This is an optimization exercise on Yosys and OpenROAD, whose aim is small area, not a production implementation.
At most, simulation tests tie the RTL to the original design; equivalence was not proved.
For run 3, only the layout was checked, not whether the RTL still works.
No activity file was given, so power comes from the tool's default toggle rates.

==> design.v <==
module bconv_layer_streamer #(
   parameter int DIM    = 26,
   parameter int BYTE_W = 8
) (
   input  logic                      clk,
   input  logic                      rst_n,
   input  logic                      start_i,
   input  logic [DIM*DIM-1:0]        layer_i,
   output logic [BYTE_W-1:0]         m_data_o,
   output logic                      m_valid_o,
   output logic                      m_last_o,
   input  logic                      m_ready_i,
   output logic                      busy_o,
   output logic                      done_o,
   output logic [1:0]                dbg_state_o
);
   localparam int NBITS  = DIM * DIM;
   localparam int NBYTES = (NBITS + BYTE_W - 1) / BYTE_W;
   localparam int CNT_W  = $clog2(NBYTES);
   localparam int PAD_W  = NBYTES * BYTE_W;
   localparam int IDX_W  = $clog2(PAD_W);
   typedef enum logic [1:0] {
      ST_IDLE = 2'd0,
      ST_SEND = 2'd1,
      ST_DONE = 2'd2
   } state_t;
   state_t            r_state;
   state_t            w_next;
   logic [NBITS-1:0]  r_snap;
   logic [CNT_W-1:0]  r_cnt;
   logic [PAD_W-1:0]  w_pad;
   logic [IDX_W-1:0]  w_base;
   logic              w_valid;
   logic              w_last_cnt;
   logic              w_xfer;
   logic              w_capture;
   assign w_last_cnt = (r_cnt == CNT_W'(NBYTES - 1));
   assign w_xfer     = w_valid & m_ready_i;
   assign w_capture  = (r_state == ST_IDLE) & start_i;
   assign w_base     = IDX_W'(r_cnt) * IDX_W'(BYTE_W);
   always_comb begin
      w_pad              = '0;
      w_pad[NBITS-1:0]   = r_snap;
   end
   always_ff @(posedge clk or negedge rst_n) begin
      if (!rst_n) r_state <= ST_IDLE;
      else        r_state <= w_next;
   end
   always_comb begin
      w_next  = r_state;
      w_valid = 1'b0;
      case (r_state)
         ST_IDLE: if (start_i) w_next = ST_SEND;
         ST_SEND: begin
            w_valid = 1'b1;
            if (m_ready_i && w_last_cnt) w_next = ST_DONE;
         end
         ST_DONE: w_next = ST_IDLE;
         default: w_next = ST_IDLE;
      endcase
   end
   always_ff @(posedge clk or negedge rst_n) begin
      if (!rst_n) begin
         r_snap <= '0;
         r_cnt  <= '0;
      end else if (w_capture) begin
         r_snap <= layer_i;
         r_cnt  <= '0;
      end else if (w_xfer && !w_last_cnt) begin
         r_cnt  <= r_cnt + 1'b1;
      end
   end
   assign m_valid_o   = w_valid;
   assign m_data_o    = w_valid ? w_pad[w_base +: BYTE_W] : '0;
   assign m_last_o    = w_valid & w_last_cnt;
   assign busy_o      = (r_state != ST_IDLE);
   assign done_o      = (r_state == ST_DONE);
   assign dbg_state_o = r_state;
endmodule
==> config.mk <==
export PLATFORM = sky130hd
export DESIGN_NAME = bconv_layer_streamer
export DESIGN_NICKNAME = bconv_layer_streamer
export VERILOG_FILES = /design/flow/design.v
export SDC_FILE = /design/flow/constraint.sdc
export NUM_CORES = 4
export LEC_CHECK = 0
export CAP_MARGIN = 20
export CORE_MARGIN = 2
export CORE_UTILIZATION = 40
export SLEW_MARGIN = 20
==> run.sh <==
#!/bin/bash
# synth_recipe.tcl (not shown) runs the flow's synth.tcl, then flattens the netlist and writes it again
# the make line also repeats each setting of config.mk as NAME=value (left out here)
make -C /OpenROAD-flow-scripts/flow DESIGN_CONFIG=/design/flow/config.mk WORK_HOME=/design/flow/orfs CLKGATE_MAP_FILE= SYNTH_SCRIPT=/design/flow/synth_recipe.tcl finish
==> constraint.sdc <==
create_clock -name core_clock -period 6.0 [get_ports {clk}]
set_input_delay 1.2000 -clock core_clock [delete_from_list [all_inputs] [get_ports {clk}]]
set_output_delay 1.2000 -clock core_clock [all_outputs]
set_load 0.01 [all_outputs]
==> flow_summary.ini, run 1 <==
[placed_design]
port_buffers = 693
gp_congestion = 0.898
dpl.hpwl_um = 80100

[drt]
vias_per_cell = 5.41
wirelength_um = 106000
drc_errors = 0
wl_per_cell_um = 28.2
dr.pass1.iters = 5
ant_nets = 0
num_vias = 20300
drtIter0Drc = 1280

[die]
die_y_um = 283
dieArea_um2 = 79900
core.rowCount = 102
core-area_um2 = 77200
start_util_pct = 40.2
io_pins = 694
die_x_um = 283

[critical_path]
r2r-start = r_cnt[1]
crit_type = reg -> out
cp_common_cell = o22ai_1
ff2ff_path_depth = 6
cp_max_fo = 33
r2r_slack_ns = 3.20
worst-path-buf-inv = 1
slowest_stage = dfrtp_4
r2r-end = r_cnt[5]
worstPathArrival_ns = 4.46
start_kind = flip-flop
crit_chain = mux4_2 > mux2i_1 > o22ai_1 > o41ai_1 > o22ai_1 > clkdlybuf4s50_1
critPathRequiredTime_ns = 4.80
endpoint_kind = output port
crit_family = compound AO/OA/AOI/OAI gates
cp.depth = 6
cpPeakStageDelay_ns = 0.98

[min_path]
min_to = r_snap[226]
holdPathStages = 1
hold_path_class = reg -> reg
holdCritStartpoint = r_snap[226]

[cells_and_area]
final_cell_mix = clkdlybuf4s50_1 (692), mux2_2 (686), dfrtp_1 (681)
regArea_um2 = 17200
final_common_cell = clkdlybuf4s50_1
fill_cells = 6367
multi_input_area_um2 = 13100
syn_to_final_growth_pct = 34.5
fin_nets = 3307
drive_gt1_share_pct = 38.0

[clock_tree]
post_cts_resized = 0
insertion_delay_ns = 0.63
cts.sinks = 685
cts_setup_buffers = 0
cts_root_buf = clkbuf_16
cts_tree = built
clock_path_buffers = 3
path_clk_slew_ns = 0.06
h-tree-depth = 3
cts_hold_buf = 0
cts_buffers = 78

[pwr]
p_leak_nw = 16.6
swShare_pct = 32.3
cellPowerDensity_nw_per_um2 = 514
p_comb_share_pct = 37.6
seq_power_share_pct = 40.0
power_switching_w = 0.00694
intPower_w = 0.0145
vdd_drop_max_v = 0.000232
clkPwrFrac_pct = 22.4

[sta]
slew_viol_final = 0
slew_headroom_pct = 29.1
hold_viol_final = 0
fin_worst_skew_ns = 0.0173
whs_ns = 0.501
setup_tns_ns = 0
tightest_slew_ns = 1.06
fmax_mhz = 177
rsz0062_at_grt = false
setup_viol = 0
layout_min_cycle_time_ns = 5.66
fin_crit_sh_pct = 94.3

[run]
max-cap-violations = 0

[global_routing]
grt_usage_pct = 26.4
grt_overflow_total = 0
grt_pass1_vias = 22300
antenna_found_initial = 32
grt_pass1_wl_um = 151000
grt_max_degree = 165

[synthesis]
async_reset_ff_share_pct = 100
synth_area_per_cell_um2 = 16.0
yosys_register_bits = 685
ys.flop_type = dfrtp_1
synthesis.area_um2 = 31100
ys_types = 52
synth_edf_count = 0
yosys_warnings = 1
syn_inst = 1942
yosysSeqAreaShare_pct = 55.2

[status]
status = timing/DRC/antenna clean
area by class of cell:
class | count | share of cell area (%)
Multi-Input combinational cell | 1112 | 31.5
Sequential cell | 685 | 41.1
Tap cell | 1040 | 3.12
Antenna cell | 27 | 0.162
Clock inverter | 18 | 0.405
Clock buffer | 123 | 5.79
Inverter | 11 | 0.105
Timing Repair Buffer | 737 | 17.9
metal layers:
layer  wire length, um  share of wire, %  GRT usage [%]  vias up
met5                50             0.047              0        -
met4              3180               3.0           9.50        8
met3              5940               5.6           5.26      142
met2             54200                51           44.9      680
met1             42600                40           33.4    10800
li1                  -                 -              -     8699
cell usage after synthesis, drive strengths merged (11+ instances only):
cell type | n | area (um2)
o21ai | 11 | 55.1
nand3 | 15 | 75.1
mux4 | 160 | 3600
clkbuf | 24 | 90.1
mux2 | 686 | 7720
a22oi | 21 | 158
nor2 | 16 | 60.1
dfrtp | 685 | 17100
mux2i | 54 | 541
a21oi | 16 | 80.1
nand2 | 42 | 158
buf | 110 | 659
per-stage QoR:
step | utilization, % | instance area [um2] | instances | setup slack, ns | total power, W
floorplan | - | 31100 | 1942 | 2.73 | 0.0135
global placement | 50.6 | 39100 | 3585 | 0.986 | 0.0166
detailed placement | 50.6 | 39100 | 3585 | 0.968 | 0.0168
CTS | 54.0 | 41700 | 3726 | 0.277 | 0.0217
global route | 54.1 | 41800 | 3751 | 0.159 | 0.0225
finish | 54.1 | 41800 | 3753 | 0.341 | 0.0215
flip-flops by register name (all words and copies together) (netlist names):
name     count
r_state      2
r_cnt        7
r_snap     676
cell families (layout without fill, tap and decap cells):
family	Yosys count	after routing	synth area share (%)
buffers and inverters	145	889	2.55
AND/OR/NAND/NOR	112	112	1.72
XOR/XNOR	4	4	0.113
multiplexers	900	900	38.2
AO/OA/AOI/OAI	94	94	2.13
adder cells (fa/ha/maj)	2	2	0.0806
flip-flops	685	685	55.2
other	0	27	0
power by group through the flow:
| stage | Sequential [W] | Clock [W] | Combinational, W |
|---|---|---|---|
| finish | 0.00859 | 0.00480 | 0.00808 |
| global route | 0.00884 | 0.00509 | 0.00858 |
| CTS | 0.00858 | 0.00489 | 0.00819 |
| detailed placement | 0.00864 | 0 | 0.00815 |
| global placement | 0.00859 | 0 | 0.00796 |
| floorplan | 0.00775 | 0 | 0.00571 |
worst max-delay path by stage:
stage | startpoint | to
3_3_place_gp | r_cnt[0] | m_data_o[3]
4_1_cts | r_cnt[0] | m_data_o[2]
2_1_floorplan | r_cnt[1] | m_data_o[5]
3_5_place_dp | r_cnt[0] | m_data_o[2]
5_1_grt | r_cnt[0] | m_data_o[3]
6_report | r_cnt[0] | m_data_o[4]
==> inputs of run 2 (changes only) <==
==> design.v (replaced) <==
module bconv_layer_streamer #(
   parameter int DIM    = 26,
   parameter int BYTE_W = 8
) (
   input  logic                      clk,
   input  logic                      rst_n,
   input  logic                      start_i,
   input  logic [DIM*DIM-1:0]        layer_i,
   output logic [BYTE_W-1:0]         m_data_o,
   output logic                      m_valid_o,
   output logic                      m_last_o,
   input  logic                      m_ready_i,
   output logic                      busy_o,
   output logic                      done_o,
   output logic [1:0]                dbg_state_o
);
   localparam int NBITS  = DIM * DIM;
   localparam int NBYTES = (NBITS + BYTE_W - 1) / BYTE_W;
   localparam int CNT_W  = $clog2(NBYTES);
   localparam int NHI    = (NBYTES + 7) / 8;
   logic r_idle, r_send, r_done;
   logic r_phase;
   logic [CNT_W-1:0] r_cnt;
   logic [NBITS-1:0] r_snap;
   logic [NBYTES-1:0] w_sel;
   logic              w_last;
   logic              w_fin;
   assign w_last = w_sel[NBYTES-1];
   assign w_fin  = r_send & m_ready_i & w_last;
   always_ff @(posedge clk or negedge rst_n) begin
      if (!rst_n) begin
         r_idle <= 1'b1;
         r_send <= 1'b0;
         r_done <= 1'b0;
      end else begin
         r_idle <= (r_idle & ~start_i) | r_done;
         r_send <= (r_idle & start_i) | (r_send & ~(m_ready_i & w_last));
         r_done <= w_fin;
      end
   end
   always_ff @(posedge clk) begin
      r_phase <= r_idle | ~r_phase;
   end
   always_ff @(posedge clk) begin
      if (r_idle)                   r_cnt <= '0;
      else if (r_send & m_ready_i)  r_cnt <= r_cnt + 1'b1;
   end
   always_ff @(posedge clk) begin
      r_snap <= ~((r_snap | {NBITS{r_idle}}) & (layer_i | {NBITS{r_send}}));
   end
   logic [7:0]     w_lo;
   logic [NHI-1:0] w_hi;
   always_comb begin
      for (int i = 0; i < 8; i++)   w_lo[i] = (r_cnt[2:0] == 3'(i));
      for (int i = 0; i < NHI; i++) w_hi[i] = (r_cnt[CNT_W-1:3] == (CNT_W-3)'(i));
      for (int n = 0; n < NBYTES; n++) w_sel[n] = w_hi[n / 8] & w_lo[n % 8];
   end
   always_comb begin
      for (int j = 0; j < BYTE_W; j++) begin
         logic acc;
         acc = 1'b0;
         for (int n = 0; n < NBYTES; n++) begin
            if (n * BYTE_W + j < NBITS) acc = acc | (w_sel[n] & r_snap[n * BYTE_W + j]);
            else                        acc = acc | (w_sel[n] & r_phase);
         end
         m_data_o[j] = acc ^ r_phase;
      end
   end
   assign m_valid_o   = r_send;
   assign m_last_o    = w_last;
   assign busy_o      = ~r_idle;
   assign done_o      = r_done;
   assign dbg_state_o = {r_done, r_send};
endmodule
==> run 2 against run 1 <==
The layout now fails its checks (setup timing). Sequential cell count rose by 2. Critical endpoint is now m_data_o[2]. Global-route usage grew 19 points. Setup slack got worse by 0.47 ns. First-iteration DRC count grew to 2.7 times the previous value. Synthesized cell count increased by 21%.
==> flow_summary.ini, run 2 <==
[status]
status = finished with violations
so_faults = setup timing

[placed_design]
port_buffers = 693
post_dp_cell_area_um2 = 32200
dpl.cell_count = 3693
gp_congestion = 1.08
dpl.hpwl_um = 118000
pre_cts_ws_ns = 0.343

[drt]
drc_errors = 0
num_vias = 26100
wirelength_um = 149000
dr.pass1.iters = 8
ant_nets = 0
wl_per_cell_um = 39.0
drtIter0Drc = 3470
vias_per_cell = 6.82

[cells_and_area]
syn_to_final_growth_pct = 42.3
final_cell_mix = clkdlybuf4s50_1 (692), dfxtp_1 (681), o22ai_1 (680)
registers.top_by_ff_count = r_snap
final_cells = 3822
fin_nets = 3668
drive_gt1_share_pct = 9.35
regArea_um2 = 13800
final_common_cell = clkdlybuf4s50_1
reg_top3 = r_snap: 676 flops, r_cnt: 7 flops
fill_cells = 5033
fin_area_um2 = 34700
multi_input_area_um2 = 9690
largest_register_ffs = 676

[sta]
fmax_mhz = 163
setup_viol = 4
slew_viol_final = 0
fin_worst_skew_ns = 0.0265
fin_crit_sh_pct = 102
setup_ws_ns = -0.125
tightest_slew_ns = 1.27
hold_viol_final = 0
slew_headroom_pct = 14.9
layout_min_cycle_time_ns = 6.12
setup_tns_ns = -0.234
rsz0062_at_grt = false

[synthesis]
ys.flop_type = dfxtp_1
synth_top_area_share_pct = 56.1
synth_area_per_cell_um2 = 10.4
syn_inst = 2354
yosys_register_bits = 687
yosys_warnings = 1
synthTopCellsByCount = dfxtp_1 (684), o22ai_1 (680), clkbuf_1 (175)
synth_edf_count = 0
ys_types = 79
yosysSeqAreaShare_pct = 56.4
synth_area_leaders = dfxtp_1 (56%), o22ai_1 (17%), a32oi_1 (3.8%)
async_reset_ff_share_pct = 0.437
yosys.area.top_type = dfxtp_1
yosysMostFrequentCell = dfxtp_1
synthesis.area_um2 = 24400

[critical_path]
crit_chain = buf_4 > nor2b_1 > buf_4 > and2_1 > buf_4 > a32oi_1 > nand2_1 > nor4_2 > nand4_1 > xnor2_1 > clkdlybuf4s50_1
start_kind = flip-flop
ff2ff_path_depth = 3
critPathRequiredTime_ns = 4.80
slowest_stage = clkdlybuf4s50_1
cpPeakStageDelay_ns = 0.65
worstPathArrival_ns = 4.92
endpoint_kind = output port
cp_max_fo = 32
r2r_slack_ns = 2.70
crit_type = reg -> out
cp_common_cell = buf_4

[min_path]
holdPathStages = 1
hold_path_class = reg -> reg

[pwr]
clkPwrFrac_pct = 31.1
vdd_drop_max_v = 0.000258
power_switching_w = 0.00499
p_comb_share_pct = 25.1
cellPowerDensity_nw_per_um2 = 419
swShare_pct = 34.3
intPower_w = 0.00954
p_leak_nw = 12.8
seq_power_share_pct = 43.7

[clock_tree]
insertion_delay_ns = 0.64
cts_root_buf = clkbuf_16
cts_buffers = 69
h-tree-depth = 3
clock_path_buffers = 3
path_clk_slew_ns = 0.07
cts_hold_buf = 0
cts.sinks = 687
cts_tree = built

[die]
core.rowCount = 90
core-area_um2 = 60400
die_y_um = 251
die_x_um = 251
io_pins = 694
dieArea_um2 = 63000
start_util_pct = 40.4

[global_routing]
grt_usage_pct = 45.5
grt_pass1_vias = 24700
grt_pass1_wl_um = 199000
antenna_found_initial = 7
grt_overflow_total = 0
grt_max_degree = 255

[run]
max-cap-violations = 0
==> run 2: cell types whose count changed after synthesis, moves of 36 or more <==
| cell | previous run | this run |
|---|---|---|
| mux2_2 | 686 | 6 |
| dfrtp_1 | 685 | 2 |
| dfxtp_1 | 0 | 684 |
| a32oi_1 | 0 | 105 |
| mux2i_1 | 54 | 14 |
| a22oi_1 | 21 | 99 |
| o22ai_1 | 7 | 680 |
| buf_2 | 83 | 26 |
| mux4_2 | 160 | 0 |
| nand3_1 | 15 | 66 |
| and3_1 | 5 | 43 |
| nand4_1 | 5 | 41 |
| clkbuf_1 | 24 | 175 |
==> run 2: final cells by class <==
type | instances | share of cell area, %
Timing Repair Buffer | 803 | 22.6
Tap cell | 782 | 2.82
Sequential cell | 687 | 39.7
Inverter | 5 | 0.0541
Clock inverter | 29 | 1.08
Antenna cell | 4 | 0.0288
Clock buffer | 96 | 5.79
Multi-Input combinational cell | 1416 | 27.9
==> run 2: kinds of logic after synthesis <==
kind of cell / after synthesis / share of synthesized area [%]
compound gates: 1002 / 28.3
buf+inv: 251 / 4.44
flops: 687 / 56.4
simple gates: 376 / 9.18
mux: 20 / 0.851
xor+xnor: 12 / 0.431
fa+ha+maj: 6 / 0.308
==> run 2: routing by layer <==
layer / global-route usage [%] / vias to the layer above / share of wire (%)
li1: - / 10700 / -
met1: 58.5 / 12800 / 38
met2: 70.3 / 2051 / 44
met3: 11.2 / 475 / 11
met4: 25.2 / 12 / 7.0
met5: 0 / - / 0.054
==> run 2: through the flow <==
stage / utilization [%] / total power, W / hold slack (ns)
floorplan: - / 0.00737 / 0.413
global placement: 53.3 / 0.00976 / 0.430
detailed placement: 53.3 / 0.00977 / 0.430
CTS: 57.3 / 0.0142 / 0.439
global route: 57.5 / 0.0147 / 0.454
finish: 57.5 / 0.0145 / 0.443
==> run 2: path summary, 6_finish.rpt <==
kind / from / endpoint
setup / recovery: r_cnt[2] / m_data_o[2]
hold / removal: r_snap[297] / r_snap[297]
setup reg to reg: r_idle / r_snap[499]
hold reg to reg: r_snap[297] / r_snap[297]
max in group asynchronous: rst_n / r_idle
min in group asynchronous: rst_n / r_send
==> run 2: repair_timing <==
item                       in CTS  in global routing
buffers inserted                0                  0
pin swaps                       1                  3
cloned                          0                  0
setup endpoints to repair       6                  7
gates resized for setup        10                 20
==> run 2: power groups by stage <==
stage / combinational [W] / clock, W / sequential [W]
after floorplan: 0.00165 / 0 / 0.00572
after global placement: 0.00339 / 0 / 0.00637
after detailed placement: 0.00342 / 0 / 0.00635
after CTS: 0.00345 / 0.00453 / 0.00626
after global routing: 0.00369 / 0.00473 / 0.00632
final: 0.00365 / 0.00452 / 0.00635
==> run 2: critical path: cells and delay by family (launching register included) <==
kind                      cells  cell delay [ns]
and+or+nand+nor               5             1.30
DFF                           1             0.36
xor gates and xnor gates      1             0.46
buffers and inverters         4             1.58
AOI/OAI and AO/OA             1             0.58
==> inputs of run 3 (changes only) <==
--- a/design.v
+++ b/design.v
@@ -57,12 +57,30 @@
    end
-   always_comb begin
-      for (int j = 0; j < BYTE_W; j++) begin
-         logic acc;
-         acc = 1'b0;
-         for (int n = 0; n < NBYTES; n++) begin
-            if (n * BYTE_W + j < NBITS) acc = acc | (w_sel[n] & r_snap[n * BYTE_W + j]);
-            else                        acc = acc | (w_sel[n] & r_phase);
+   localparam int NGRP = (NBYTES + 2) / 3;
+   logic [NGRP*3-1:0] w_selx;
+   assign w_selx = {{(NGRP*3-NBYTES){1'b0}}, w_sel};
+   for (genvar j = 0; j < BYTE_W; j++) begin : g_bit
+      logic [NGRP*3-1:0] w_d;
+      logic [NGRP-1:0]   w_t;
+      for (genvar n = 0; n < NGRP * 3; n++) begin : g_d
+         if (n * BYTE_W + j < NBITS) assign w_d[n] = r_snap[n * BYTE_W + j];
+         else if (n < NBYTES)        assign w_d[n] = r_phase;
+         else                        assign w_d[n] = 1'b0;
+      end
+      for (genvar g = 0; g < NGRP; g++) begin : g_grp
+         if (g * 3 + 2 < NBYTES) begin : g_3
+            bconv_aoi222 u_aoi (
+               .a0(w_selx[g*3]),   .b0(w_d[g*3]),
+               .a1(w_selx[g*3+1]), .b1(w_d[g*3+1]),
+               .a2(w_selx[g*3+2]), .b2(w_d[g*3+2]),
+               .y (w_t[g])
+            );
+         end else begin : g_2
+            bconv_aoi22 u_aoi (
+               .a0(w_selx[g*3]),   .b0(w_d[g*3]),
+               .a1(w_selx[g*3+1]), .b1(w_d[g*3+1]),
+               .y (w_t[g])
+            );
          end
-         m_data_o[j] = acc ^ r_phase;
       end
+      assign m_data_o[j] = ~(&w_t) ^ r_phase;
    end
@@ -74 +92,13 @@
 endmodule
+module bconv_aoi222 (
+   input  logic a0, b0, a1, b1, a2, b2,
+   output logic y
+);
+   assign y = ~((a0 & b0) | (a1 & b1) | (a2 & b2));
+endmodule
+module bconv_aoi22 (
+   input  logic a0, b0, a1, b1,
+   output logic y
+);
+   assign y = ~((a0 & b0) | (a1 & b1));
+endmodule
==> flow/run.sh (new file) <==
#!/bin/bash
# Standard ORFS layout, with two changes:
#  * port buffers are the smallest buffer (buf_1) instead of the one
#    buffer_ports picks by default;
#  * clock tree built from small clock buffers, without dummy loads.
set -euo pipefail
cd "$(dirname "$0")/.."
export BUFFER_PORTS_ARGS="-buffer_cell sky130_fd_sc_hd__buf_1"
export CTS_ARGS="-sink_clustering_enable -repair_clock_nets -dont_use_dummy_load -buf_list {sky130_fd_sc_hd__clkbuf_4 sky130_fd_sc_hd__clkbuf_8}"
bash standard.sh > standard_flow.log 2>&1
==> standard.sh (new file) <==
#!/bin/bash
# synth_recipe.tcl (not shown) runs the flow's synth.tcl, then flattens the netlist and writes it again
# the make line also repeats each setting of config.mk as NAME=value (left out here)
make -C /OpenROAD-flow-scripts/flow DESIGN_CONFIG=/design/flow/config.mk WORK_HOME=/design/flow/orfs CLKGATE_MAP_FILE= SYNTH_SCRIPT=/design/flow/synth_recipe.tcl "${@:-finish}"
--- a/config.mk
+++ b/config.mk
@@ -11 +11,2 @@
 export SLEW_MARGIN = 20
+export SYNTH_HIERARCHICAL = 1
removed: run.sh
==> run 3 against run 2 <==
The run now finishes clean. Routed wire length fell by 36%. Global-route usage fell by 15 points. Sequential power fell by 6.3%. Critical path type unchanged. Final cell count fell by 9.8%. Hold slack got worse by 0.13 ns. First-iteration DRC count fell by 16%. Utilization fell by 9.5 points. Critical path depth fell by 1. Combinational power fell by 45%. Clock skew rose by 0.025 ns. Non-clock buffer count fell by 95. Sequential share of layout area rose by 11 points.
==> flow_summary.ini, run 3 <==
[sta]
hold_viol_final = 0
setup_tns_ns = 0
layout_min_cycle_time_ns = 5.82
slew_headroom_pct = 12.2
fmax_mhz = 172
setup_viol = 0
rsz0062_at_grt = false
slew_viol_final = 0
tightest_slew_ns = 1.32
fin_worst_skew_ns = 0.0514
setup_ws_ns = 0.177
fin_crit_sh_pct = 97.0
whs_ns = 0.309

[synthesis]
async_reset_ff_share_pct = 0.437
yosys_register_bits = 687
synth_edf_count = 0
synth_area_leaders = dfxtp_1 (61%), o22ai_1 (19%), a222oi_1 (9.9%)
synthTopCellsByCount = dfxtp_1 (684), o22ai_1 (676), a222oi_1 (224)
yosys.area.top_type = dfxtp_1
synthesis.area_um2 = 22600
synth_top_area_share_pct = 60.6
ys_types = 36
syn_inst = 2005
synth_area_per_cell_um2 = 11.3
yosys_warnings = 7
yosysMostFrequentCell = dfxtp_1
ys.flop_type = dfxtp_1
yosysSeqAreaShare_pct = 60.9

[status]
status = timing/DRC/antenna clean

[critical_path]
endpoint_kind = output port
cp_common_cell = nand2_1
start_kind = flip-flop
ff2ff_path_depth = 3
worst-path-buf-inv = 2
worstPathArrival_ns = 4.62
cpPeakStageDelay_ns = 0.85
r2r-start = r_idle
cp_max_fo = 10
crit_type = reg -> out
cp.depth = 10
slowest_stage = nor4_1
crit_chain = inv_1 > ha_1 > nand2_1 > nor2_1 > a222oi_1 > nand4_1 > nor4_1 > nand2_1 > xor2_1 > buf_1
r2r-end = r_snap[461]
crit_family = simple AND/OR/NAND/NOR gates
critPathRequiredTime_ns = 4.80
r2r_slack_ns = 2.86

[drt]
dr.pass1.iters = 11
num_vias = 21600
wirelength_um = 95700
drtIter0Drc = 2906
vias_per_cell = 6.26
ant_nets = 0
wl_per_cell_um = 27.8
drc_errors = 0

[global_routing]
antenna_found_initial = 31
grt_max_degree = 227
grt_pass1_vias = 21000
grt_usage_pct = 30.9
grt_overflow_total = 0
grt_pass1_wl_um = 136000

[cells_and_area]
final_common_cell = buf_1
final_cells = 3447
reg_top3 = r_snap: 676 flops, r_cnt: 7 flops
post-route-util_pct = 48.0
regArea_um2 = 13800
fill_cells = 5364
fin_nets = 3363
final_cell_mix = buf_1 (693), dfxtp_1 (684), o22ai_1 (676)
syn_to_final_growth_pct = 19.4
largest_register_ffs = 676
registers.top_by_ff_count = r_snap
drive_gt1_share_pct = 5.23
multi_input_area_um2 = 7910

[clock_tree]
cts_buffers = 110
clock_path_buffers = 3
cts_hold_buf = 0
cts_setup_buffers = 0
cts_tree = built
insertion_delay_ns = 0.69
h-tree-depth = 3
cts.sinks = 687
path_clk_slew_ns = 0.06
cts_root_buf = clkbuf_8

[pwr]
p_leak_nw = 9.37
vdd_drop_max_v = 0.000222
cellPowerDensity_nw_per_um2 = 414

[die]
start_util_pct = 40.2
io_pins = 694
core-area_um2 = 56200
core.rowCount = 87
die_y_um = 242
dieArea_um2 = 58400
die_x_um = 242

[placed_design]
dpl.hpwl_um = 72200
pre_cts_ws_ns = 0.746
port_buffers = 693
gp_congestion = 1.02
dpl.cell_count = 3321

[run]
max-cap-violations = 0

[min_path]
hold_path_class = in -> async
## run 3: cell types whose count changed after synthesis, moves of 31 or more
cell / previous run / this run
a22o_1: 32 / 1
buf_2: 26 / 115
a222oi_1: 2 / 224
nand3_1: 66 / 11
a22oi_1: 99 / 0
and3_1: 43 / 0
a32oi_1: 105 / 0
clkbuf_1: 175 / 17
nor2_1: 47 / 89
## run 3: timing repair
| action | CTS | global route |
|---|---|---|
| endpoints found under the hold margin | 0 | 0 |
| resized for setup | 1 | 0 |
| endpoints found under the setup margin | 1 | 0 |
## run 3: Yosys stat by module, one instance, submodules excluded
| module | cells inside | flops+latches | copies in the design |
|---|---|---|---|
| bconv_aoi22 | 1 | 0 | 8 |
| bconv_aoi222 | 1 | 0 | 224 |
| bconv_layer_streamer | 1773 | 687 | 1 |
## run 3: layout make-up
class	instances	area share, %
Antenna cell	16	0.148
Clock buffer	110	5.61
Inverter	6	0.0835
Multi-Input combinational cell	1164	29.3
Sequential cell	687	51.1
Tap cell	756	3.51
Timing Repair Buffer	708	10.2
## run 3: where the power goes
group	leakage (nW)	internal [W]	switching (W)
Clock	0.791	0.00160	0.00164
Combinational	2.78	0.000748	0.00124
Sequential	5.80	0.00535	0.000598
Total	9.37	0.00771	0.00347
## run 3: stage by stage
step	area, um2	total power [W]
5_1_grt	27000	0.0116
2_1_floorplan	22700	0.00692
6_report	27000	0.0112
4_1_cts	26900	0.0112
3_3_place_gp	25400	0.00795
3_5_place_dp	25400	0.00799
## run 3: cells by family (layout without fill, tap and decap cells)
kind of cell / Yosys count / after routing / synth area share [%]
AO/OA/AOI/OAI: 916 / 916 / 29.3
flip-flops: 687 / 687 / 60.9
AND/OR/NAND/NOR: 215 / 215 / 4.66
buffers and inverters: 169 / 824 / 4.32
XOR/XNOR: 11 / 11 / 0.426
adder cells (fa/ha/maj): 6 / 6 / 0.332
other: 1 / 32 / 0.0166
## run 3: worst max path at each step
stage               slack, ns           to      from
finish                   0.18  m_data_o[2]  r_cnt[0]
detailed placement       0.75  m_data_o[7]  r_cnt[0]
global placement         0.88  m_data_o[7]  r_cnt[0]
floorplan                2.55  m_data_o[0]  r_cnt[0]
global route             0.02  m_data_o[2]  r_cnt[0]
CTS                      0.24  m_data_o[7]  r_cnt[0]
## run 3: per-layer routing
layer  vias to the layer above  GRT usage (%)  wire length, um  share of wire [%]
met4                        36           15.5             4940                5.2
met1                     10300           37.5            37100                 39
met3                       264           9.48             9120                9.5
met5                         -              0              230               0.24
met2                      1232           49.8            44300                 46
li1                       9741              -                -                  -
==> inputs of run 4 (changes only) <==
==> design.v (replaced) <==
module bconv_layer_streamer #(
   parameter int DIM    = 26,
   parameter int BYTE_W = 8
) (
   input  logic                      clk,
   input  logic                      rst_n,
   input  logic                      start_i,
   input  logic [DIM*DIM-1:0]        layer_i,
   output logic [BYTE_W-1:0]         m_data_o,
   output logic                      m_valid_o,
   output logic                      m_last_o,
   input  logic                      m_ready_i,
   output logic                      busy_o,
   output logic                      done_o,
   output logic [1:0]                dbg_state_o
);
   localparam int NBITS  = DIM * DIM;
   localparam int NBYTES = (NBITS + BYTE_W - 1) / BYTE_W;
   localparam int CNT_W  = $clog2(NBYTES);
   localparam int NSHIFT = NBITS - BYTE_W;
   localparam int NTAIL  = NBYTES * BYTE_W - NBITS;
   logic r_idle, r_send, r_done;
   logic r_phase;
   logic [CNT_W-1:0] r_cnt;
   logic [NBITS-1:0] r_snap;
   logic w_last;
   logic w_shift;
   logic w_hold;
   assign w_last  = (r_cnt == CNT_W'(NBYTES - 1));
   assign w_shift = r_send & m_ready_i;
   assign w_hold  = r_send & ~m_ready_i;
   always_ff @(posedge clk or negedge rst_n) begin
      if (!rst_n) begin
         r_idle <= 1'b1;
         r_send <= 1'b0;
         r_done <= 1'b0;
      end else begin
         r_idle <= (r_idle & ~start_i) | r_done;
         r_send <= (r_idle & start_i) | (r_send & ~(m_ready_i & w_last));
         r_done <= w_shift & w_last;
      end
   end
   always_ff @(posedge clk) begin
      r_phase <= r_idle | ~r_phase;
   end
   always_ff @(posedge clk) begin
      if (r_idle)       r_cnt <= '0;
      else if (w_shift) r_cnt <= r_cnt + 1'b1;
   end
   logic [NBITS-1:0] w_snap_d;
   for (genvar k = 0; k < NBITS; k++) begin : g_snap
      if (k < NSHIFT) begin : g_sh
         bconv_aoi222 u_next (
            .a0(r_idle),  .b0(layer_i[k]),
            .a1(w_shift), .b1(r_snap[k + BYTE_W]),
            .a2(w_hold),  .b2(r_snap[k]),
            .y (w_snap_d[k])
         );
      end else begin : g_ld
         assign w_snap_d[k] = ~((r_snap[k] | r_idle) & (layer_i[k] | r_send));
      end
   end
   always_ff @(posedge clk) begin
      r_snap <= w_snap_d;
   end
   always_comb begin
      for (int j = 0; j < BYTE_W; j++) begin
         if (j < BYTE_W - NTAIL) m_data_o[j] = r_snap[j] ^ r_phase;
         else                    m_data_o[j] = (r_snap[j] ^ r_phase) & ~w_last;
      end
   end
   assign m_valid_o   = r_send;
   assign m_last_o    = w_last;
   assign busy_o      = ~r_idle;
   assign done_o      = r_done;
   assign dbg_state_o = {r_done, r_send};
endmodule
module bconv_aoi222 (
   input  logic a0, b0, a1, b1, a2, b2,
   output logic y
);
   assign y = ~((a0 & b0) | (a1 & b1) | (a2 & b2));
endmodule
==> run 4 against run 3 <==
Clock-buffer cell count decreased by 1. Global-route usage down 6.9 points. Clock power is 2% lower. Sequential power is 3.5% lower. Utilization increased by 2.6 points. Non-clock buffer count rose by 5. Largest cell class unchanged.
==> flow_summary.ini, run 4 <==
[critical_path]
cp_max_fo = 7
cp.depth = 6
crit_family = simple AND/OR/NAND/NOR gates
worst-path-buf-inv = 2
ff2ff_path_depth = 4
crit_type = reg -> out
slowest_stage = nor4_4
worstPathArrival_ns = 2.20
endpoint_kind = output port
critPathRequiredTime_ns = 4.80
cpPeakStageDelay_ns = 0.54
crit_chain = inv_1 > ha_1 > nand2_1 > nor4_4 > nor2_1 > buf_1
start_kind = flip-flop

[clock_tree]
insertion_delay_ns = 0.70
post_cts_resized = 0
cts_setup_buffers = 0
cts_tree = built
cts.sinks = 687
cts_root_buf = clkbuf_8
path_clk_slew_ns = 0.05
cts_buffers = 109
clock_path_buffers = 3
cts_hold_buf = 0
h-tree-depth = 3

[placed_design]
gp_congestion = 0.856
port_buffers = 693
post_dp_cell_area_um2 = 24500
pre_cts_ws_ns = 2.68
dpl.hpwl_um = 48000

[sta]
fmax_mhz = 294
setup_tns_ns = 0
setup_ws_ns = 2.60
slew_viol_final = 0
rsz0062_at_grt = false
setup_viol = 0
fin_worst_skew_ns = 0.0528
slew_headroom_pct = 22.6
fin_crit_sh_pct = 56.6
hold_viol_final = 0
tightest_slew_ns = 1.16
layout_min_cycle_time_ns = 3.40

[drt]
drc_errors = 0
vias_per_cell = 6.63
num_vias = 19500
wirelength_um = 70800
ant_nets = 0
dr.pass1.iters = 17
drtIter0Drc = 4360
wl_per_cell_um = 24.1

[global_routing]
antenna_found_initial = 32
grt_overflow_total = 0
grt_pass1_wl_um = 102000
grt_pass1_vias = 18100
grt_max_degree = 257
grt_usage_pct = 24.0

[cells_and_area]
drive_gt1_share_pct = 5.99
registers.top_by_ff_count = r_snap
final_common_cell = buf_1
fill_cells = 4706
fin_area_um2 = 26100
final_cell_mix = buf_1 (693), dfxtp_1 (684), a222oi_1 (668)
reg_top3 = r_snap: 676 flops, r_cnt: 7 flops
post-route-util_pct = 50.6
largest_register_ffs = 676
syn_to_final_growth_pct = 24.9
fin_nets = 2921

[synthesis]
yosys_warnings = 7
synthesis.area_um2 = 20900
yosys_register_bits = 687
yosys.area.top_type = dfxtp_1
synth_area_per_cell_um2 = 14.7
yosysSeqAreaShare_pct = 66.0
ys.flop_type = dfxtp_1
synthTopCellsByCount = dfxtp_1 (684), a222oi_1 (668), o22ai_1 (8)
synth_edf_count = 0
ys_types = 25
synth_top_area_share_pct = 65.6
yosysMostFrequentCell = dfxtp_1
syn_inst = 1422
async_reset_ff_share_pct = 0.437
synth_area_leaders = dfxtp_1 (66%), a222oi_1 (32%), xnor2_1 (0.25%)

[pwr]
totalPowerFinal_w = 0.00984
p_leak_nw = 9.51
vdd_drop_max_v = 0.000216
cellPowerDensity_nw_per_um2 = 377

[die]
io_pins = 694
die_y_um = 232
core-area_um2 = 51500
die_x_um = 232
start_util_pct = 40.5
dieArea_um2 = 54000
core.rowCount = 83

[run]
max-cap-violations = 0

[status]
status = timing/DRC/antenna clean

[min_path]
hold_path_class = in -> async
[run 4: metal layers]
metal | global-route usage (%) | wire, um | share of wire [%] | up-vias
met5 | 0 | 208 | 0.29 | -
met4 | 10.2 | 2210 | 3.1 | 32
met3 | 9.79 | 8240 | 12 | 178
met2 | 39.4 | 34100 | 48 | 1039
met1 | 27.6 | 25900 | 37 | 9557
li1 | - | - | - | 8671
[run 4: layout make-up]
class	count	area [um2]	share of cell area [%]
sequential	687	13800	52.8
timing repair buffer	713	2830	10.8
antenna	20	50.0	0.192
inverter	5	18.8	0.0720
multi-input combinational	723	7060	27.1
clock buffer	109	1500	5.75
tap	680	851	3.26
[run 4: per-stage QoR]
stage	std cells	hold slack (ns)
6_report	2937	0.323
5_1_grt	2929	0.272
4_1_cts	2917	0.259
3_5_place_dp	2808	0.428
3_3_place_gp	2808	0.423
2_1_floorplan	1422	0.417
[run 4: cell families (layout without fill, tap and decap cells)]
group,count (synthesis),after routing,share of synthesized area [%]
other cells,0,20,0
mux,1,1,0.0479
compound gates,687,687,32.5
xor+xnor,10,10,0.419
simple gates,23,23,0.653
fa+ha+maj,2,2,0.120
buf+inv,12,827,0.264
flops,687,687,66.0
[run 4: worst paths after layout]
path / startpoint / endpoint / slack (ns)
setup / recovery: r_cnt[0] / m_data_o[5] / 2.60
hold / removal: rst_n / r_done / 0.32
setup reg to reg: r_send / r_snap[446] / 2.90
hold reg to reg: r_snap[22] / r_snap[14] / 0.40
max in group asynchronous: rst_n / r_idle / 5.45
min in group core_clock: r_snap[22] / r_snap[14] / 0.40
[run 4: worst register-to-register path, cell delays in order, from the launching register on]
cell	delay (ns)
dfrtp_1	0.91
nor2b_4	0.35
buf_12	0.51
buf_4	0.96
a222oi_1	0.21
[run 4: modules after synthesis (local to each module, per instance)]
module,cells inside,cell area [um2]
bconv_aoi222,1,10.0
bconv_layer_streamer,754,14200
[run 4: where the power goes]
| part | total [W] | switching [W] | leakage, nW | internal, W |
|---|---|---|---|---|
| Combinational | 0.000937 | 0.000412 | 2.92 | 0.000524 |
| Sequential | 0.00574 | 0.000428 | 5.81 | 0.00531 |
| Clock | 0.00317 | 0.00158 | 0.784 | 0.00159 |
==> inputs of run 5 (changes only) <==
==> flow/run.sh (replaced) <==
#!/bin/bash
# Standard ORFS layout, with three changes:
#  * port buffers are the smallest buffer (buf_1) instead of the one
#    buffer_ports picks by default;
#  * clock tree built from clkbuf_8 with larger sink clusters and no dummy
#    loads;
#  * a max-fanout limit before floorplan, so high-fanout nets get buffered.
set -euo pipefail
cd "$(dirname "$0")/.."
export BUFFER_PORTS_ARGS="-buffer_cell sky130_fd_sc_hd__buf_1"
export CTS_ARGS="-sink_clustering_enable -repair_clock_nets -dont_use_dummy_load -buf_list {sky130_fd_sc_hd__clkbuf_8} -sink_clustering_size 20 -sink_clustering_max_diameter 60"
export PRE_FLOORPLAN_TCL="$PWD/flow/pre_floorplan.tcl"
bash standard.sh > standard_flow.log 2>&1
==> flow/pre_floorplan.tcl (new file) <==
# Limit fanout so that repair_design splits the snapshot's three
# 676-load control nets into smaller buffered nets that route cleanly.
set_max_fanout 32 [current_design]
==> run 5 against run 4 <==
Still clean. Register-to-register slack better by 0.07 ns. Synthesized cell count stayed put. Clock-buffer cell count is 67 lower. Via count is 0.80% lower. Utilization is 1.0 points lower. Die area stayed put. First-iteration DRC count is 12% lower. Sequential power hardly changed. Hold slack better by 0.037 ns. Critical endpoint unchanged. Largest cell class unchanged. Largest power group unchanged. Highest routed layer unchanged.
==> flow_summary.ini, run 5 <==
[status]
status = timing/DRC/antenna clean

[cells_and_area]
final_common_cell = buf_1
fin_nets = 2918
registers.top_by_ff_count = r_snap
syn_to_final_growth_pct = 22.4
largest_register_ffs = 676
post-route-util_pct = 49.6
final_cell_mix = buf_1 (693), dfxtp_1 (684), a222oi_1 (668)
fin_area_um2 = 25600
reg_top3 = r_snap: 676 flops, r_cnt: 7 flops
drive_gt1_share_pct = 5.82

[clock_tree]
cts_tree = built
h-tree-depth = 2
post_cts_resized = 0
insertion_delay_ns = 0.65
path_clk_slew_ns = 0.11
clock_path_buffers = 3
cts_setup_buffers = 0
cts_hold_buf = 0
cts_root_buf = clkbuf_8
cts_buffers = 42
cts.sinks = 687

[global_routing]
grt_overflow_total = 0
grt_pass1_vias = 18100
grt_pass1_wl_um = 103000
grt_util_met1_pct = 28.8
antenna_found_initial = 28
met3_usage_pct = 8.05
grt_max_degree = 33
gr-usage-met2_pct = 40.8
top_usage_layer = met2
grt_usage_pct = 24.2

[sta]
hold_viol_final = 0
setup_ws_ns = 2.65
fin_worst_skew_ns = 0.0390
slew_viol_final = 0
fmax_mhz = 299
rsz0062_at_grt = false
slew_headroom_pct = 40.7
tightest_slew_ns = 0.889
setup_viol = 0
fin_crit_sh_pct = 55.8
layout_min_cycle_time_ns = 3.35

[synthesis]
synthesis.area_um2 = 20900
yosysSeqAreaShare_pct = 66.0
yosys.area.top_type = dfxtp_1
async_reset_ff_share_pct = 0.437
synth_top_area_share_pct = 65.6
synth_area_per_cell_um2 = 14.7
synth_edf_count = 0
syn_inst = 1422
synthTopCellsByCount = dfxtp_1 (684), a222oi_1 (668), o22ai_1 (8)
yosys_warnings = 7
yosys_register_bits = 687
synth_area_leaders = dfxtp_1 (66%), a222oi_1 (32%), xnor2_1 (0.25%)
ys.flop_type = dfxtp_1
yosysMostFrequentCell = dfxtp_1
ys_types = 25

[pwr]
intPower_w = 0.00647
totalPowerFinal_w = 0.00868
p_comb_share_pct = 11.2
clkPwrFrac_pct = 22.7
p_leak_nw = 9.33
swShare_pct = 25.4
power_switching_w = 0.00220
vdd_drop_max_v = 0.000242
cellPowerDensity_nw_per_um2 = 340
seq_power_share_pct = 66.0

[placed_design]
port_buffers = 693
gp_congestion = 0.871
post_dp_cell_area_um2 = 24900
dpl.hpwl_um = 52500
pre_cts_ws_ns = 2.64

[critical_path]
worst-path-buf-inv = 2
critPathRequiredTime_ns = 4.80
start_kind = flip-flop
worstPathArrival_ns = 2.15
cp_max_fo = 7
crit_chain = inv_1 > ha_1 > nand2_1 > nor4_4 > nor2_1 > buf_1
cpPeakStageDelay_ns = 0.53
crit_type = reg -> out
r2r-start = r_send
crit_path_start = r_cnt[0]
endpoint_kind = output port
slowest_stage = nor4_4
crit_family = simple AND/OR/NAND/NOR gates
r2r_slack_ns = 2.97

[drt]
dr.pass1.iters = 15
ant_nets = 0
drc_errors = 0
wl_per_cell_um = 24.3
vias_per_cell = 6.59
num_vias = 19300
drtIter0Drc = 3830
wirelength_um = 71100

[run]
max-cap-violations = 0

[die]
die_x_um = 232
start_util_pct = 40.5
core.rowCount = 83
core-area_um2 = 51500
io_pins = 694
die_y_um = 232
dieArea_um2 = 54000

[min_path]
hold_path_class = in -> async
## run 5: changes by cell type in the layout (fill, tap and decap cells not counted)
cell,change
and2_4,-1
and2_1,+1
dfstp_2,+1
buf_12,-6
buf_4,+70
diode_2,-3
dfstp_4,-1
clkbuf_8,-67
## run 5: kinds of logic (layout without fill, tap and decap cells)
| family | Yosys count | after routing | share of synthesized area [%] |
|---|---|---|---|
| other | 0 | 17 | 0 |
| multiplexers | 1 | 1 | 0.0479 |
| buffers and inverters | 12 | 824 | 0.264 |
| AO/OA/AOI/OAI | 687 | 687 | 32.5 |
| XOR/XNOR | 10 | 10 | 0.419 |
| AND/OR/NAND/NOR | 23 | 23 | 0.653 |
| adder cells (fa/ha/maj) | 2 | 2 | 0.120 |
| flip-flops | 687 | 687 | 66.0 |
## run 5: through the flow
stage | instances | hold slack, ns | setup TNS [ns]
after floorplan | 1422 | 0.417 | -1785.95
after global placement | 2872 | 0.423 | 0
after detailed placement | 2872 | 0.427 | 0
after CTS | 2914 | 0.294 | 0
after global routing | 2923 | 0.319 | 0
final | 2931 | 0.360 | 0
## run 5: area by class of cell
cell class / instances / area, um2
diodes: 17 / 42.5
clock buffers: 42 / 578
fillers: 4802 / 26000
inverters: 5 / 18.8
multi-input cells: 723 / 7060
flip-flops and latches: 687 / 13800
well taps: 680 / 851
repair buffers: 777 / 3230
## run 5: modules after synthesis, one instance, submodules excluded
module | flip-flops and latches | cells | area, um2
bconv_aoi222 | 0 | 1 | 10.0
bconv_layer_streamer | 687 | 754 | 14200
## run 5: final timing paths
check | to | depth (start not counted)
worst min-delay path | r_send | 1
worst min register to register | r_snap[231] | 1
worst max register to register | r_snap[430] | 5
max in group asynchronous | r_idle | 1
min in group core_clock | r_snap[231] | 1
worst max-delay path | m_data_o[5] | 6
## run 5: metal layers
layer	vias up	part of all wire [%]	wire length [um]
met1	9536	38	26900
met2	946	49	34700
met4	30	2.5	1790
met3	134	11	7580
met5	-	0.29	207
li1	8675	-	-
## run 5: power groups by stage
| stage | Clock (W) | Sequential (W) | Combinational [W] |
|---|---|---|---|
| after CTS | 0.00204 | 0.00572 | 0.000975 |
| after detailed placement | 0 | 0.00582 | 0.000972 |
| after global placement | 0 | 0.00580 | 0.000927 |
| final | 0.00197 | 0.00573 | 0.000974 |
| after global routing | 0.00220 | 0.00580 | 0.00109 |
| after floorplan | 0 | 0.00570 | 0.000690 |
==> inputs of run 6 (changes only) <==
--- a/config.mk
+++ b/config.mk
@@ -8,2 +8,4 @@
 export CAP_MARGIN = 20
+export CELL_PAD_IN_SITES_DETAIL_PLACEMENT = 1
+export CELL_PAD_IN_SITES_GLOBAL_PLACEMENT = 1
 export CORE_MARGIN = 2
==> run 6 against run 5 <==
Die area unchanged. Hold slack got worse by 0.037 ns. Power is 2.0% higher. Global-route usage up 3.7 points.
==> flow_summary.ini, run 6 <==
[status]
status = timing/DRC/antenna clean

[synthesis]
synthTopCellsByCount = dfxtp_1 (684), a222oi_1 (668), o22ai_1 (8)
synth_area_per_cell_um2 = 14.7
yosys_register_bits = 687
yosysSeqAreaShare_pct = 66.0
synth_top_area_share_pct = 65.6
synth_area_leaders = dfxtp_1 (66%), a222oi_1 (32%), xnor2_1 (0.25%)
synthesis.area_um2 = 20900
async_reset_ff_share_pct = 0.437
ys_types = 25
yosys.area.top_type = dfxtp_1
ys.flop_type = dfxtp_1
syn_inst = 1422
synth_edf_count = 0
yosys_warnings = 7
yosysMostFrequentCell = dfxtp_1

[sta]
setup_tns_ns = 0
rsz0062_at_grt = false
hold_viol_final = 0
slew_headroom_pct = 51.0
layout_min_cycle_time_ns = 3.31
tightest_slew_ns = 0.734
slew_viol_final = 0
fin_worst_skew_ns = 0.0649
fmax_mhz = 302
setup_viol = 0
fin_crit_sh_pct = 55.2

[die]
start_util_pct = 40.5
core-area_um2 = 51500
die_y_um = 232
io_pins = 694
dieArea_um2 = 54000
die_x_um = 232
core.rowCount = 83

[placed_design]
gp_congestion = 0.856
dpl.hpwl_um = 60900
port_buffers = 693
post_dp_cell_area_um2 = 24900

[drt]
ant_nets = 0
drc_errors = 0
drtIter0Drc = 3827
wirelength_um = 81100
wl_per_cell_um = 27.4
num_vias = 19700
vias_per_cell = 6.63
dr.pass1.iters = 14

[critical_path]
endpoint_kind = output port
r2r_slack_ns = 3.19
cp_max_fo = 7
crit_type = reg -> out
critPathRequiredTime_ns = 4.80
r2r-start = r_send
worstPathArrival_ns = 2.11
crit_path_start = r_cnt[0]
start_kind = flip-flop

[clock_tree]
cts_hold_buf = 0
cts.sinks = 687
insertion_delay_ns = 0.66
post_cts_resized = 0
cts_setup_buffers = 0
cts_buffers = 47
cts_root_buf = clkbuf_8
path_clk_slew_ns = 0.12
h-tree-depth = 2
cts_tree = built
clock_path_buffers = 3

[cells_and_area]
fin_nets = 2922
final_cell_mix = buf_1 (693), dfxtp_1 (684), a222oi_1 (668)
syn_to_final_growth_pct = 23.0
largest_register_ffs = 676
registers.top_by_ff_count = r_snap
drive_gt1_share_pct = 5.99
reg_top3 = r_snap: 676 flops, r_cnt: 7 flops
fill_cells = 5615
final_common_cell = buf_1
fin_area_um2 = 25700

[pwr]
seq_power_share_pct = 64.8
p_comb_share_pct = 11.1
cellPowerDensity_nw_per_um2 = 344
swShare_pct = 26.1
power_switching_w = 0.00231
clkPwrFrac_pct = 24.0
vdd_drop_max_v = 0.000192
intPower_w = 0.00654
p_leak_nw = 9.36

[global_routing]
grt_pass1_wl_um = 116000
grt_max_degree = 33
antenna_found_initial = 69
grt_overflow_total = 0
grt_pass1_vias = 19000
grt_usage_pct = 27.9

[run]
max-cap-violations = 0

[min_path]
hold_path_class = in -> async
## run 6: cell counts after synthesis
No cell type changed its count.
## run 6: per-layer routing
layer	GRT usage, %	routed length, um	part of all wire [%]	vias to the layer above
met1	32.7	30600	38	9860
met4	12.2	2860	3.5	52
met2	45.9	38800	48	873
met5	0	336	0.41	-
li1	-	-	-	8713
met3	10.1	8510	10	172
## run 6: kinds of logic after synthesis
kind of cell,synth area share (%)
AOI/OAI and AO/OA,32.5
xor gates and xnor gates,0.419
adders and majority gates,0.120
buffers and inverters,0.264
DFF,66.0
muxes,0.0479
and+or+nand+nor,0.653
## run 6: power groups by stage
stage                     clock, W  combinational, W  sequential, W
final                      0.00212          0.000986        0.00574
after global routing       0.00236           0.00110        0.00582
after CTS                  0.00221          0.000989        0.00572
after detailed placement         0          0.000985        0.00583
after global placement           0          0.000932        0.00580
after floorplan                  0          0.000690        0.00570
## run 6: worst paths after layout
check / endpoint / depth (start not counted)
worst max register to register: r_snap[193] / 5
worst max-delay path: m_data_o[7] / 6
worst min-delay path: r_send / 1
worst min register to register: r_snap[523] / 1
min in group core_clock: r_snap[523] / 1
max in group asynchronous: r_idle / 1
## run 6: stage by stage
stage	power, W	utilization [%]	instances	hold slack [ns]	setup WS [ns]
finish	0.00885	49.9	2965	0.323	2.69
global route	0.00928	49.8	2946	0.286	2.56
CTS	0.00892	49.6	2918	0.268	2.62
detailed placement	0.00681	48.4	2871	0.428	2.55
global placement	0.00673	48.4	2871	0.423	2.64
floorplan	0.00639	-	1422	0.417	-2.65
## run 6: area by class of cell
class / count / area (um2) / share of cell area, %
Timing Repair Buffer: 776 / 3220 / 12.6
Multi-Input combinational cell: 723 / 7060 / 27.5
Tap cell: 680 / 851 / 3.31
Inverter: 5 / 18.8 / 0.0731
Clock buffer: 47 / 647 / 2.52
Antenna cell: 47 / 118 / 0.458
Sequential cell: 687 / 13800 / 53.6
## run 6: per-module statistics from Yosys (local to each module, per instance)
module	times used	flops+latches	cell area, um2	cells
bconv_layer_streamer	1	687	14200	754
bconv_aoi222	668	0	10.0	1
## run 6: worst max-delay path: stages, from the launching register on
cell     delay [ns]
dfxtp_1        0.39
inv_1          0.08
ha_1           0.14
nand2_1        0.08
nor4_4         0.45
nor2_1         0.10
buf_1          0.19
==> inputs of run 7 (changes only) <==
==> flow/pre_floorplan.tcl (replaced) <==
# Limit fanout so that repair_design splits the snapshot's three
# 676-load control nets into smaller buffered nets that route cleanly.
set_max_fanout 48 [current_design]
==> run 7 against run 6 <==
Critical path depth down 1. Synthesized cell count unchanged. Global-route usage down 0.20 points. Clock skew down 0.0081 ns. Register-to-register slack worse by 0.51 ns. Die area unchanged. Fmax down 0.23%. Hold slack better by 0.052 ns. Critical path type is now reg -> reg. Largest power group unchanged. Highest routed layer unchanged.
==> flow_summary.ini, run 7 <==
[sta]
hold_viol_final = 0
fmax_mhz = 301
setup_ws_ns = 2.68
layout_min_cycle_time_ns = 3.32
whs_ns = 0.375
tightest_slew_ns = 0.858
rsz0062_at_grt = false
fin_worst_skew_ns = 0.0568
slew_headroom_pct = 42.7
slew_viol_final = 0
fin_crit_sh_pct = 55.3
setup_viol = 0

[critical_path]
r2r_slack_ns = 2.68
critPathRequiredTime_ns = 6.49
start_kind = flip-flop
r2r-start = r_idle
r2r-end = r_snap[122]
worstPathArrival_ns = 3.81
cp_max_fo = 48
worst-path-buf-inv = 4
ff2ff_path_depth = 5
cp_common_cell = buf_4
cpPeakStageDelay_ns = 1.00
crit_family = buffers and inverters
crit_chain = buf_4 > buf_4 > buf_4 > buf_4 > a222oi_1
crit_type = reg -> reg
slowest_stage = dfstp_2
endpoint_kind = flip-flop

[die]
io_pins = 694
die_x_um = 232
dieArea_um2 = 54000
core-area_um2 = 51500
core.rowCount = 83
start_util_pct = 40.5
die_y_um = 232

[clock_tree]
cts_tree = built
insertion_delay_ns = 0.66
cts_buffers = 47
path_clk_slew_ns = 0.10
h-tree-depth = 2
cts_hold_buf = 0
cts.sinks = 687
cts_root_buf = clkbuf_8
cts_setup_buffers = 0
clock_path_buffers = 3
post_cts_resized = 0

[pwr]
vdd_drop_max_v = 0.000213
p_comb_share_pct = 11.0
swShare_pct = 25.8
clkPwrFrac_pct = 23.9
p_leak_nw = 9.23
power_switching_w = 0.00227
cellPowerDensity_nw_per_um2 = 345
intPower_w = 0.00653
seq_power_share_pct = 65.1

[cells_and_area]
drive_gt1_share_pct = 4.80
fin_nets = 2894
largest_register_ffs = 676
final_common_cell = buf_1
multi_input_area_um2 = 7060
final_cell_mix = buf_1 (693), dfxtp_1 (684), a222oi_1 (668)
fill_cells = 5624
regArea_um2 = 13800
reg_top3 = r_snap: 676 flops, r_cnt: 7 flops
registers.top_by_ff_count = r_snap
fin_area_um2 = 25500
post-route-util_pct = 49.5
syn_to_final_growth_pct = 22.2

[global_routing]
grt_pass1_vias = 19000
grt_max_degree = 49
antenna_found_initial = 72
grt_usage_pct = 27.7
grt_pass1_wl_um = 115000
grt_overflow_total = 0

[min_path]
hold_path_class = in -> async

[synthesis]
yosys_warnings = 7
synth_top_area_share_pct = 65.6
synth_area_per_cell_um2 = 14.7
synthesis.area_um2 = 20900
yosys.area.top_type = dfxtp_1
yosysMostFrequentCell = dfxtp_1
synthTopCellsByCount = dfxtp_1 (684), a222oi_1 (668), o22ai_1 (8)
synth_area_leaders = dfxtp_1 (66%), a222oi_1 (32%), xnor2_1 (0.25%)
synth_edf_count = 0
yosysSeqAreaShare_pct = 66.0
syn_inst = 1422
ys.flop_type = dfxtp_1
async_reset_ff_share_pct = 0.437
ys_types = 25
yosys_register_bits = 687

[drt]
dr.pass1.iters = 15
drc_errors = 0
wl_per_cell_um = 27.3
ant_nets = 0
vias_per_cell = 6.64
wirelength_um = 80200
drtIter0Drc = 4012
num_vias = 19500

[placed_design]
post_dp_cell_area_um2 = 24700
port_buffers = 693
pre_cts_ws_ns = 2.69
dpl.hpwl_um = 59500
gp_congestion = 0.844

[status]
status = timing/DRC/antenna clean

[run]
max-cap-violations = 0
run 7: cell types whose count changed in the layout (fill, tap and decap cells not counted), sizes merged:
cell / change
buf: -28
run 7: cell families after synthesis:
| logic type | synth area share, % |
|---|---|
| AND/OR/NAND/NOR | 0.653 |
| buffers and inverters | 0.264 |
| XOR/XNOR | 0.419 |
| adder cells (fa/ha/maj) | 0.120 |
| flip-flops | 66.0 |
| multiplexers | 0.0479 |
| AO/OA/AOI/OAI | 32.5 |
run 7: power groups by stage:
stage	sequential, W	combinational [W]	clock, W
global placement	0.00580	0.000914	0
detailed placement	0.00582	0.000975	0
global route	0.00581	0.00109	0.00236
floorplan	0.00570	0.000690	0
finish	0.00573	0.000972	0.00210
CTS	0.00572	0.000978	0.00219
run 7: layer usage:
layer	share of wire, %	vias to the layer above	GRT usage, %
li1	-	8651	-
met1	37	9782	31.4
met2	49	866	46.4
met3	11	154	11.5
met4	2.9	50	10.9
met5	0.39	-	0
run 7: cell type report:
class | instances | area share, %
diodes | 47 | 0.461
clock buffers | 47 | 2.54
inverters | 5 | 0.0736
multi-input cells | 723 | 27.7
flip-flops and latches | 687 | 54.0
well taps | 680 | 3.34
repair buffers | 748 | 11.9
run 7: per-module statistics from Yosys (local to each module, per instance):
module                cells inside  copies in the design  flops+latches  cell area, um2
bconv_layer_streamer           754                     1            687           14200
bconv_aoi222                     1                   668              0            10.0
run 7: worst max path at each step:
stage	endpoint	startpoint	slack [ns]	cells after the start
2_1_floorplan	r_snap[0]	m_ready_i	-2.65	2
3_5_place_dp	r_snap[521]	m_ready_i	2.69	5
5_1_grt	r_snap[122]	r_idle	2.46	5
4_1_cts	m_data_o[6]	r_cnt[0]	2.63	6
3_3_place_gp	r_snap[569]	m_ready_i	2.77	5
6_report	r_snap[122]	r_idle	2.68	5
run 7: worst reg2reg max path, stage by stage, from the launching register on:
cell and delay (ns):
dfstp_2 1.00, buf_4 0.57, buf_4 0.51, buf_4 0.46, buf_4 0.44, a222oi_1 0.18
run 7: stage by stage:
step                power [W]  cells  setup TNS (ns)
finish                0.00881   2937               0
floorplan             0.00639   1422        -1785.95
global route          0.00926   2918               0
CTS                   0.00889   2890               0
global placement      0.00671   2843               0
detailed placement    0.00680   2843               0
==> inputs of run 8 (changes only) <==
==> flow/pre_floorplan.tcl (replaced) <==
# Limit fanout so that repair_design splits the snapshot's three
# 676-load control nets into smaller buffered nets that route cleanly.
set_max_fanout 64 [current_design]
--- a/config.mk
+++ b/config.mk
@@ -8,4 +8,2 @@
 export CAP_MARGIN = 20
-export CELL_PAD_IN_SITES_DETAIL_PLACEMENT = 1
-export CELL_PAD_IN_SITES_GLOBAL_PLACEMENT = 1
 export CORE_MARGIN = 2
==> run 8 against run 7 <==
Register-to-register slack hardly changed. Global-route usage is 3.9 points lower. First-iteration DRC count is 2.6% lower. Non-clock buffer count is 6 lower. Sequential cell count stayed put. Via count is 1.7% lower. Critical path depth is 3 lower. Highest routed layer unchanged.
==> flow_summary.ini, run 8 <==
[synthesis]
yosys_register_bits = 687
yosys.area_share.simple_pct = 0.653
yosysSeqAreaShare_pct = 66.0
synth_top_family_by_area = compound AO/OA/AOI/OAI gates
yosys_warnings = 7
synth-adder-area-share_pct = 0.120
yosys.area.top_type = dfxtp_1
syn_inst = 1422
ys_types = 25
synth_mux_area_share_pct = 0.0479
synthTopCellsByCount = dfxtp_1 (684), a222oi_1 (668), o22ai_1 (8)
synth_compound_area_share_pct = 32.5
async_reset_ff_share_pct = 0.437
synthesis.area_um2 = 20900
synth_top_area_share_pct = 65.6
synth_area_per_cell_um2 = 14.7
ys.flop_type = dfxtp_1
synth_edf_count = 0
synth_area_leaders = dfxtp_1 (66%), a222oi_1 (32%), xnor2_1 (0.25%)
yosysMostFrequentCell = dfxtp_1
synth_xor_xnor_area_share_pct = 0.420

[placed_design]
dpl.hpwl_um = 50700
port_buffers = 693
pre_cts_ws_ns = 2.74
gp_congestion = 0.867

[clock_tree]
cts_hold_buf = 0
cts_setup_buffers = 0
h-tree-depth = 2
post_cts_resized = 0
path_clk_slew_ns = 0.12
insertion_delay_ns = 0.66
clock_path_buffers = 3
cts_tree = built
cts_root_buf = clkbuf_8
cts_buffers = 46
cts.sinks = 687

[die]
die_y_um = 232
io_pins = 694
core.rowCount = 83
start_util_pct = 40.5
core-area_um2 = 51500
die_x_um = 232
dieArea_um2 = 54000

[critical_path]
crit_chain = inv_1 > buf_1
r2r-end = r_snap[544]
ff2ff_path_depth = 4
endpoint_kind = output port
r2r-start = r_idle
crit_family = flip-flops
slowest_stage = dfstp_2
r2r_slack_ns = 2.68
cp_max_fo = 43
worst-path-buf-inv = 2
worstPathArrival_ns = 2.19
cpPeakStageDelay_ns = 1.06
crit_type = reg -> out
start_kind = flip-flop
critPathRequiredTime_ns = 4.80

[drt]
wl_per_cell_um = 24.2
num_vias = 19200
dr.pass1.iters = 17
vias_per_cell = 6.60
drc_errors = 0
drtIter0Drc = 3909
wirelength_um = 70300
ant_nets = 0

[cells_and_area]
registers.top_by_ff_count = r_snap
drive_gt1_share_pct = 4.49
fill_cells = 4849
fin_nets = 2887
largest_register_ffs = 676
final_common_cell = buf_1
reg_top3 = r_snap: 676 flops, r_cnt: 7 flops
syn_to_final_growth_pct = 21.9
final_cell_mix = buf_1 (693), dfxtp_1 (684), a222oi_1 (668)

[status]
status = timing/DRC/antenna clean

[global_routing]
grt_pass1_vias = 17900
grt_pass1_wl_um = 101000
grt_overflow_total = 0
grt_usage_pct = 23.8
grt_max_degree = 65
antenna_found_initial = 37

[sta]
setup_viol = 0
fin_worst_skew_ns = 0.0652
setup_ws_ns = 2.61
slew_headroom_pct = 47.7
tightest_slew_ns = 0.782
fmax_mhz = 295
slew_viol_final = 0
hold_viol_final = 0
layout_min_cycle_time_ns = 3.39
whs_ns = 0.315
rsz0062_at_grt = false
fin_crit_sh_pct = 56.5

[run]
max-cap-violations = 0

[pwr]
totalPowerFinal_w = 0.00874
p_leak_nw = 9.21
cellPowerDensity_nw_per_um2 = 343
vdd_drop_max_v = 0.000216

[min_path]
hold_path_class = in -> async
run 8: cell families after synthesis:
kind of cell | Yosys count
AO/OA/AOI/OAI | 687
buffers and inverters | 12
flip-flops | 687
multiplexers | 1
AND/OR/NAND/NOR | 23
adder cells (fa/ha/maj) | 2
XOR/XNOR | 10
run 8: report_power, final:
part	leakage, nW	total (W)	switching [W]	internal (W)
clock network	0.331	0.00206	0.00136	0.000690
registers	5.81	0.00573	0.000431	0.00530
logic	3.07	0.000956	0.000421	0.000534
run 8: worst max path at each step:
stage               startpoint           to  slack, ns  cells after the start
global placement     m_ready_i  r_snap[288]       2.80                      5
floorplan            m_ready_i    r_snap[0]      -2.65                      2
CTS                     r_idle       busy_o       2.55                      2
finish                  r_idle       busy_o       2.61                      2
detailed placement   m_ready_i  r_snap[345]       2.74                      5
global route            r_idle       busy_o       2.44                      2
run 8: area by class of cell:
| class | instances | area, um2 | share of cell area, % |
|---|---|---|---|
| flip-flops and latches | 687 | 13800 | 54.1 |
| multi-input cells | 723 | 7060 | 27.8 |
| repair buffers | 742 | 3060 | 12.0 |
| well taps | 680 | 851 | 3.34 |
| clock buffers | 46 | 633 | 2.49 |
| diodes | 21 | 52.6 | 0.207 |
| inverters | 5 | 18.8 | 0.0738 |
run 8: layer usage:
metal	vias to the layer above	routed length, um	GRT usage (%)
li1	8604	-	-
met1	9427	25700	27.0
met2	966	34200	40.5
met4	36	1930	8.36
met3	146	8230	9.45
met5	-	224	0
run 8: stage by stage:
step | instances | instance area [um2] | TNS [ns] | utilization, %
5_1_grt | 2896 | 25400 | 0 | 49.4
4_1_cts | 2883 | 25400 | 0 | 49.3
3_5_place_dp | 2837 | 24800 | 0 | 48.1
3_3_place_gp | 2837 | 24800 | 0 | 48.1
6_report | 2904 | 25400 | 0 | 49.4
2_1_floorplan | 1422 | 20900 | -1785.95 | -
run 8: modules after synthesis (local to each module, per instance):
| module | cells | flops+latches |
|---|---|---|
| bconv_aoi222 | 1 | 0 |
| bconv_layer_streamer | 754 | 687 |

## separate check: timing with driven ports
No port has a modelled driver above. Below, the same layouts with a new extraction and two added sets of constraints.
Step 1 (the two cells are an assumption about what drives the block):
set clk [get_ports {clk}]
set_driving_cell -lib_cell sky130_fd_sc_hd__clkbuf_16 $clk
set_driving_cell -lib_cell sky130_fd_sc_hd__buf_2 [delete_from_list [all_inputs] $clk]
Step 2 moves the port delays by t, midway between the first and last clock arrival at a register: inputs arrive t later, outputs are due t later. That takes back most of the time a late clock gives input paths.
a / b / c = ideal / step 1 / step 2; a / b = the first two.
run | t (ns) | setup WS [ns] | hold slack, ns | worst data-port slew with drivers (ns) | cell pins on the clock port's net
run 1 | 0.680 | 0.341 / 0.273 / 0.954 | 0.501 / 0.501 / 0.501 | 0.19 | 1
run 2 | 0.687 | -0.125 / -0.192 / 0.495 | 0.443 / 0.443 / 0.443 | 0.09 | 1
run 3 | 0.725 | 0.177 / 0.117 / 0.842 | 0.309 / 0.277 / 0.443 | 0.11 | 1
run 4 | 0.720 | 2.601 / 2.549 / 2.516 | 0.323 / 0.330 / 0.395 | 0.14 | 1
run 5 | 0.677 | 2.652 / 2.601 / 2.563 | 0.360 / 0.379 / 0.397 | 0.12 | 1
run 6 | 0.696 | 2.689 / 2.633 / 2.525 | 0.323 / 0.320 / 0.371 | 0.15 | 1
run 7 | 0.699 | 2.682 / 2.666 / 2.655 | 0.375 / 0.384 / 0.384 | 0.16 | 1
run 8 | 0.687 | 2.607 / 2.552 / 2.634 | 0.315 / 0.309 / 0.360 | 0.13 | 1
For run 6, which loses most, drivers alone change the setup slack by -0.056 ns; drivers and shift together by -0.164 ns.
